What follows belongs to an exercise in optimizing a design on an open flow for small area, a short achievable clock period and few clock cycles; a production flow would make more cautious choices. Where RTL was checked, it was by simulation tests only, not by an equivalence proof against the original. Power is estimated from default activity; no workload was simulated.

// jpeg_huffman_decoder_core
module jpeg_huffman_decoder_core (
  input  logic          clk,
  input  logic          rst_n,
  input  logic          in_valid,
  output logic          in_stall,
  input  logic [10:0]   in_data,
  output logic          out_valid,
  input  logic          out_stall,
  output logic [24:0]   out_data
);
  logic       h_valid;
  logic [10:0] h_cmd;
  logic       h_pop;
  jhd_front u_front (
    .clk      (clk),
    .rst_n    (rst_n),
    .in_valid (in_valid),
    .in_stall (in_stall),
    .in_data  (in_data),
    .h_valid  (h_valid),
    .h_cmd    (h_cmd),
    .h_pop    (h_pop)
  );
  jhd_back u_back (
    .clk       (clk),
    .rst_n     (rst_n),
    .h_valid   (h_valid),
    .h_cmd     (h_cmd),
    .h_pop     (h_pop),
    .out_valid (out_valid),
    .out_stall (out_stall),
    .out_data  (out_data)
  );
endmodule
Size in the first run: ~5,200 cells after synthesis, roughly 2,400 flip-flops, about 42 I/O pins.
==> flow/config.mk <==
export PLATFORM = sky130hd
export DESIGN_NAME = jpeg_huffman_decoder_core
export DESIGN_NICKNAME = jpeg_huffman_decoder_core
export VERILOG_FILES = /design/flow/design.v
export SDC_FILE = /design/flow/constraint.sdc
export NUM_CORES = 4
export LEC_CHECK = 0
export CAP_MARGIN = 30
export CORE_MARGIN = 2
export CORE_UTILIZATION = 68
export CTS_CLUSTER_DIAMETER = 70
export CTS_CLUSTER_SIZE = 24
export PLACE_DENSITY = 0.85
export SETUP_SLACK_MARGIN = 4.1
export SLEW_MARGIN = 40
==> flow/constraint.sdc <==
create_clock -name core_clock -period 7.0 [get_ports {clk}]
set_input_delay 1.4000 -clock core_clock [delete_from_list [all_inputs] [get_ports {clk}]]
set_output_delay 1.4000 -clock core_clock [all_outputs]
set_load 0.01 [all_outputs]
run.sh (not shown) runs the stock make flow with config.mk's settings and CLKGATE_MAP_FILE= SYNTH_SCRIPT=/design/flow/synth_recipe.tcl, a recipe that flattens the netlist after the stock synthesis.
Edit:
CORE_UTILIZATION = 62   (was 68)
PLACE_DENSITY = 0.78   (was 0.85)
Outcome: Sequential power is about the same; power climbs slightly; design area climbs slightly; count of clock-buffer cells in the layout does not change; non-clock buffer count climbs by 12; routed wire length drops slightly; synthesized cell count stays the same.
No run of this note included a check of the RTL's function; only the layout flow was run.


## run A
Another version of the RTL of jpeg_huffman_decoder_core (not shown whole).
Size: about 2400 flip-flops, about 42 I/O pins.
==> flow/design.v (excerpt) <==
module jpeg_huffman_decoder_core (
  input  logic          clk,
  input  logic          rst_n,
  input  logic          in_valid,
  output logic          in_stall,
  input  logic [10:0]   in_data,
  output logic          out_valid,
  input  logic          out_stall,
  output logic [24:0]   out_data
);
==> flow/config.mk <==
export PLATFORM = sky130hd
export DESIGN_NAME = jpeg_huffman_decoder_core
export DESIGN_NICKNAME = jpeg_huffman_decoder_core
export VERILOG_FILES = /design/flow/design.v
export SDC_FILE = /design/flow/constraint.sdc
export NUM_CORES = 4
export LEC_CHECK = 0
export CAP_MARGIN = 30
export CORE_MARGIN = 2
export CORE_UTILIZATION = 45
export CTS_CLUSTER_DIAMETER = 70
export CTS_CLUSTER_SIZE = 30
export PLACE_DENSITY = 0.6
export SETUP_SLACK_MARGIN = 4.1
export SLEW_MARGIN = 40
==> flow/constraint.sdc <==
create_clock -name core_clock -period 7.0 [get_ports {clk}]
set_input_delay 1.4000 -clock core_clock [delete_from_list [all_inputs] [get_ports {clk}]]
set_output_delay 1.4000 -clock core_clock [all_outputs]
set_load 0.01 [all_outputs]
Testbench counts of run A, summed over its fixed seeds: cycles 47,721.
Input-level comparison between run B and run A:
- swapping 30 for 24 in CTS_CLUSTER_SIZE
Having completed the whole flow, run B delivered a layout that passed the timing, DRC and antenna checks. Between run B and run A, the difference in routed wire length is negligible. In the tables for run B and run A, delay of the slowest cell on the worst path reads lower with run A. Run A vs run B, top metal layer carrying routed signals: met4 vs met5. The leakage power figure reported for run B is smaller than that of run A by 0.24 nW.
Setup changes, run B to run C
- changing CORE_UTILIZATION from 45 to 55
- changing PLACE_DENSITY from 0.6 to 0.7
## What came out
Mean routed wirelength per cell for run C is higher than for run B.
Looking at area of placed instances across run B and run C, the one that comes out lower is run C.
Routed wire in run C totals less than in run B.
Changes observed in run C relative to run B: critical path depth went up 8, post-synthesis async set-or-reset flop share held.
Number of standard cells in the layout, taps in and fillers out: run C < run B
Diode insertion count for antenna repair for run C: 2 up relative to run B
For fraction of the mapped netlist area in compound gates, run C and run B come out practically identical.
The setup slack of run C is larger than that of run B.
Run C vs. run B: fraction of final layout cells with drive strength greater than 1 went down by 0.34 points.


jpeg_huffman_decoder_core, a different RTL version from the one above (not shown whole).
Size in the first run: about 5200 cells after synthesis, roughly 2400 flip-flops, about 0.068 mm^2 of cells after synthesis.
Settings: LEC_CHECK=0, CAP_MARGIN=30, CORE_MARGIN=2, CORE_UTILIZATION=45, CTS_CLUSTER_DIAMETER=70, CTS_CLUSTER_SIZE=24, PLACE_DENSITY=0.6, SETUP_SLACK_MARGIN=4.0, SLEW_MARGIN=40; clock period 7.0 ns.
Then changed:
- CAP_MARGIN: 30 -> 20
- CORE_UTILIZATION: 45 -> 35
- SLEW_MARGIN: 40 -> 20
Result: Utilization decreases by 11 points; count of clock-buffer cells in the layout decreases by 11; synthesized cell count stays the same; via count increases by about 0.43%; routed wire length increases by about 1.2%; setup slack got worse by 0.073 ns; first-iteration DRC count increases by about 8%; global-route usage decreases by 5.7 points; synthesized area does not change; clock skew increases by 0.046 ns.
No run of this note included a check of the RTL's function; only the layout flow was run.


Another version of the RTL of jpeg_huffman_decoder_core (not shown whole).
Size in the first run: roughly 5200 cells after synthesis, roughly 2400 flip-flops, roughly 42 I/O pins, about 69000 um2 of cells after synthesis.
clock: 7.0 ns
lec_check: 0
cap_margin: 20
core_margin: 2
core_utilization: 45
cts_cluster_diameter: 70
cts_cluster_size: 24
place_density: 0.6
setup_slack_margin: 4.0
slew_margin: 20
The first run passed the timing, DRC and antenna checks.
Next try:
Settings changed: CAP_MARGIN 20 to 30, SETUP_SLACK_MARGIN 4.0 to 4.1, SLEW_MARGIN 20 to 40.
The changed run passed the timing, DRC and antenna checks.
Global-route usage came out higher by 1.1 points.
Wire length is higher by 6.8%.
Combinational power went up by about 7%.
Total power came out higher by 0.91%.
Worst hold slack gets worse by 0.012 ns.
Critical path depth increases by 1.
Area after synthesis is unchanged.
No run of this note included a check of the RTL's function; only the layout flow was run.


Another version of the RTL of jpeg_huffman_decoder_core (not shown whole).
Size: roughly 5000 cells after synthesis, roughly 2400 flip-flops, roughly 67000 sq um of cells after synthesis.
Settings: LEC_CHECK=0, CAP_MARGIN=30, CORE_MARGIN=2, CORE_UTILIZATION=45, CTS_CLUSTER_DIAMETER=70, CTS_CLUSTER_SIZE=24, PLACE_DENSITY=0.6, SETUP_SLACK_MARGIN=4.3, SLEW_MARGIN=40; clock period 7.0 ns.
Rerun with:
--- a/flow/config.mk
+++ b/flow/config.mk
@@ -13,3 +13,3 @@
 export PLACE_DENSITY = 0.6
-export SETUP_SLACK_MARGIN = 4.3
+export SETUP_SLACK_MARGIN = 3.8
 export SLEW_MARGIN = 40
After rerunning: Cell count came out lower by about 1.2%. Clock-buffer cell count went down by 2. Flip-flop and latch count does not change. Die area is unchanged. Clock skew came out higher by 0.010 ns. Routed wire length drops by 6.3%.
No functional check of the RTL was part of any run of this note.


Another version of the RTL of jpeg_huffman_decoder_core (not shown whole).
Size in the first run: about 2,400 flip-flops.
make LEC_CHECK=0 CAP_MARGIN=30 CORE_MARGIN=2 CORE_UTILIZATION=45 CTS_CLUSTER_DIAMETER=70 CTS_CLUSTER_SIZE=24 PLACE_DENSITY=0.6 SETUP_SLACK_MARGIN=4.0 SLEW_MARGIN=40 finish   # period 7.0 ns
Next try:
CAP_MARGIN = 40   (was 30)
SLEW_MARGIN = 60   (was 40)
What happened: Wire length came out lower by 0.41%; core utilization came out higher by 0.50 points; die area is unchanged; power came out higher by 0.75%; synthesized area does not change; global-route usage came out lower by 0.11 points; clock skew came out higher by 0.018 ns; synthesized cell count is unchanged; fmax came out lower by 0.49%; worst setup slack degrades by 0.015 ns.
No run of this note included a check of the RTL's function; only the layout flow was run.


## red
Another version of the RTL of jpeg_huffman_decoder_core (not shown whole).
Size: about 2400 flip-flops, ~42 I/O pins, about 68000 sq um of cells after synthesis.
clock: 7.0 ns
lec_check: 0
cap_margin: 30
core_margin: 2
core_utilization: 45
cts_cluster_diameter: 70
cts_cluster_size: 24
place_density: 0.6
setup_slack_margin: 4.1
slew_margin: 40
Testbench counts of red, summed over its fixed seeds: cycles 47,721.
## Diff of input files: blue against red
- changing PLACE_DENSITY from 0.6 to 0.78
- changing CORE_UTILIZATION from 45 to 62
- Diff blue and red: count of clock-buffer cells in the layout higher in red
- On blue: total instance count after detailed placement is about 8% lower than what red gave.
- Against red, power per unit of standard cell area in blue rose slightly.
The following lists how green was set up differently from blue:
- swapping 0.78 for 0.7 in PLACE_DENSITY
- swapping 62 for 55 in CORE_UTILIZATION
Findings:
- green finished every step from synthesis to the final layout, and the layout passed the timing, DRC and antenna checks.
- blue went all the way through synthesis, placement and routing and the layout is clean on timing, DRC and antenna.
- The setup slack of green is larger than that of blue.
- Cmp green vs blue: detailed placer's ending HPWL higher in green
- Taking blue as 1.0, green lands at 1.09 on detailed-routing wirelength on met1.
- Compared with blue, count of clock-buffer cells in the layout in green increased by a few percent.
- Summary: with blue as the reference, area after detailed placement in green moved up slightly.
- Post-CTS repair timing setup buffer count (green over blue): increase, 2
- In green, the minimum clock period came out 3.5 ps below the value in blue.
- Measured against each other, green and blue differ in final cell count, the lower figure coming from blue.

port drivers added, routing unchanged:
How much do the figures lean on ideal ports? The routed layouts below were timed once more, with nothing changed but the port constraints. Step 1 (the two cells are an assumption about what drives the block):
set clk [get_ports {clk}]
set_driving_cell -lib_cell sky130_fd_sc_hd__clkbuf_16 $clk
set_driving_cell -lib_cell sky130_fd_sc_hd__buf_2 [delete_from_list [all_inputs] $clk]
Step 2, shift: input delay + t, output delay - t, t = (earliest + latest rising clock arrival at the registers) / 2. This alone moves slack from input paths to output paths. a / b / c = no drivers / after step 1 / after step 2; a / b = the first two.
run | t (ns) | setup slack, ns | clock arrival spread, ns | worst data-port slew with drivers (ns)
the first run of note 1 | 0.820 | 3.955 / 3.955 / 3.378 | 0.070 / 0.069 | 0.04
the second run of note 1 | 0.831 | 4.039 / 4.019 / 3.357 | 0.045 / 0.046 | 0.06
run A | 0.861 | 4.034 / 3.955 / 3.587 | 0.064 / 0.064 | 0.04
run B | 0.850 | 3.988 / 3.908 / 3.573 | 0.082 / 0.081 | 0.04
run C | 0.844 | 4.119 / 4.078 / 3.393 | 0.069 / 0.069 | 0.06
the first run of note 3 | 0.839 | 3.788 / 3.788 / 3.229 | 0.047 / 0.048 | 0.03
the second run of note 3 | 0.859 | 3.715 / 3.715 / 3.434 | 0.101 / 0.101 | 0.05
the first run of note 4 | 0.859 | 3.938 / 3.938 / 3.388 | 0.062 / 0.061 | 0.04
the second run of note 4 | 0.859 | 3.958 / 3.958 / 3.642 | 0.056 / 0.056 | 0.05
the first run of note 5 | 0.855 | 3.623 / 3.623 / 3.263 | 0.045 / 0.045 | 0.04
the second run of note 5 | 0.847 | 3.592 / 3.592 / 3.116 | 0.047 / 0.047 | 0.06
the first run of note 6 | 0.873 | 3.976 / 3.976 / 3.283 | 0.037 / 0.037 | 0.07
the second run of note 6 | 0.885 | 3.961 / 3.961 / 3.292 | 0.043 / 0.043 | 0.07
red | 0.841 | 4.090 / 4.040 / 3.386 | 0.070 / 0.070 | 0.04
blue | 0.804 | 4.056 / 3.980 / 3.379 | 0.040 / 0.040 | 0.04
green | 0.820 | 4.060 / 4.040 / 3.409 | 0.060 / 0.060 | 0.08
After both steps setup and hold are still met in every run listed. For run C, which loses most, drivers alone change the setup slack by -0.041 ns; drivers and shift together by -0.726 ns.
